This design comes from an exercise in tuning for small area, a short achievable clock period and few clock cycles per item on the open sky130 flow, not from production work.
The RTL was checked by simulation tests, not by an equivalence proof against the original design.
Power and IR drop assume default switching activity.

Setup of v2:
Design heap_alloc_top, start of the top module:
module heap_alloc_top (
  input  logic        clk_i,
  input  logic        rst_ni,
  input  logic        req_valid_i,
  input  logic        req_is_alloc_i,
  input  logic [15:0] req_size_i,
  input  logic [15:0] req_addr_i,
  output logic        req_ready_o,
  output logic        res_valid_o,
  output logic [15:0] res_addr_o,
  input  logic        res_ready_i
);
Size in the first run: ~2300 cells after synthesis, about 330 flip-flops.
make LEC_CHECK=0 CAP_MARGIN=20 CORE_MARGIN=2 CORE_UTILIZATION=55 SETUP_SLACK_MARGIN=0.2 SLEW_MARGIN=20 SYNTH_HIERARCHICAL=1 SYNTH_MINIMUM_KEEP_SIZE=0 finish   # period 6.0 ns
run.sh (not shown) runs the stock make flow with config.mk's settings and CLKGATE_MAP_FILE= SYNTH_SCRIPT=/design/flow/synth_recipe.tcl, a recipe that flattens the netlist after the stock synthesis.
Testbench counts of v2, summed over its fixed seeds: cycles 8,016, ops 8,000.
Input changes introduced in v9 (baseline for comparison: v2):
diff --git a/flow/design.v b/flow/design.v
--- a/flow/design.v
+++ b/flow/design.v
@@ -192,50 +192,46 @@
   endfunction
   function automatic logic [NP-1:0] pre_or16(input logic [NP-1:0] x);
     logic [NP-1:0] y;
     y = x;
     for (int d = 1; d < NP; d = d * 2) begin
       for (int i = NP - 1; i >= d; i--) y[i] = y[i] | y[i-d];
     end
     pre_or16 = y;
   endfunction
   logic       in_v_q, in_alloc_q;
   logic [7:0] in_n_q;    
-  logic [5:0] in_q1_q;   
-  logic [5:0] in_q3_q;   
   logic       go;
   logic [7:0] n_sat;
   logic [15:0] cmp_q;    
   logic [15:0] cmp_d;
   assign req_ready_o = ~in_v_q | go;
   assign n_sat       = (req_size_i > 16'd248) ? 8'hFF : req_size_i[7:0];
   always_ff @(posedge clk_i) begin
     if (!rst_ni) begin
       in_v_q <= 1'b0;
     end else begin
       in_v_q <= (req_valid_i & req_ready_o) | (in_v_q & ~go);
     end
   end
   always_ff @(posedge clk_i) begin
     if (req_valid_i & req_ready_o) begin
       in_alloc_q <= req_is_alloc_i;
       in_n_q     <= req_is_alloc_i ? n_sat : (req_addr_i[7:0] - 8'h20);
-      in_q1_q    <= {1'b0, n_sat[7:3]} + 6'd1;
-      in_q3_q    <= {1'b0, n_sat[7:3]} + 6'd3;
       cmp_q      <= cmp_d;
     end
   end
   logic [2:0] r;
   logic [8:0] n8;   
   assign r  = in_n_q[2:0];
-  assign n8 = {in_q1_q, r};
+  assign n8 = {in_n_q[7:3] + 6'd1, r};
   logic [NS-1:0] h_q, f_q;
   logic [2:0]    off_q [NS];
   logic [7:0]    sz_q  [NP];
   logic [NP-1:0] pf, pw, fitp, selp;
   logic [2:0]    offf [NP];
   logic          any;
   logic [NS-1:0] s1;
   always_comb begin
     logic [NP-1:0] seen;
     for (int k = 0; k < NP; k++) begin
       pf[k]   = f_q[2*k] | f_q[2*k+1];
@@ -302,23 +298,25 @@
       w_sel = w_sel | (selp[k] & pw[k]);
       k_sel = k_sel | ({4{selp[k]}} & 4'(k));
       st_p  = st_p | ({8{pf_pdec[k]}} & {4'(k), pw[k], offf[k]});
     end
   end
   assign st = {k_sel, w_sel, o_sel};
   logic          split;
   logic [2:0]    rem_off;
   logic [7:0]    rem;
   logic [NS-1:0] rem_dec;
   logic [NP-1:0] rem_pdec;
-  assign split   = any & ~in_q3_q[5] & ge8(s_sel, {in_q3_q[4:0], r});
+  logic [5:0] q3;
+  assign q3    = in_n_q[7:3] + 6'd3;   
+  assign split = any & ~q3[5] & ge8(s_sel, {q3[4:0], r});
   assign rem_off = rem[2:0];
   heap_add8 rem_add_i (.a(st), .b(n8[7:0]), .s(rem));   
   always_comb begin
     for (int i = 0; i < NS; i++) rem_dec[i] = (rem[7:3] == 5'(i));
     for (int k = 0; k < NP; k++) rem_pdec[k] = rem_dec[2*k] | rem_dec[2*k+1];
   end
   logic [7:0] sub_a, sub_b, sz_wdata;
   assign sub_a    = in_alloc_q ? s_sel : e8;
   assign sub_b    = in_alloc_q ? n8[7:0] : (left ? st_p : in_n_q);
   heap_sub8 sub_i (.a(sub_a), .b(sub_b), .d(sz_wdata));
   logic       wr_ge;
==> comparison <==
Diff v2 -> v9: cell leakage power lower; cell area now smaller; global-route usage rose by 0.45 points; placed wire-length estimate flat.
Going from v2 to v9, post-synthesis cell count down about 0.56%; count of clock-buffer cells in the layout shows an increase of 3; post-route minimum period dropped 0.064 ns.
Summary of v9 over v2: minimum setup slack in the final design picked up an extra 0.064 ns, routed wire length lost 300 um, pin count of the biggest net entering global routing lost 2.
Testbench counts of v9, summed over its fixed seeds: cycles 8,016, ops 8,000.

[afterwards: timing with drivers on the ports]
In the flow no input, the clock included, has a driving cell. The finished layouts below were timed again as built, in two steps.
Step 1 assumes that a clkbuf_16 drives the clock port and a buf_2 every other input.
Step 2 adds t to the input delays and takes it off the output delays; t is the mean of the earliest and latest rising clock arrival at the registers after step 1. Input paths then give back, and output paths get back, about the clock's delay inside the block.
Slacks: ideal / step 1 / step 2; pairs: ideal / step 1.
run	t, ns	setup slack, ns	cell pins on the clock port's net
v2	0.635	0.186 / 0.186 / 0.186	1
v9	0.663	0.250 / 0.250 / 0.250	1
After both steps every run listed still meets setup and hold.
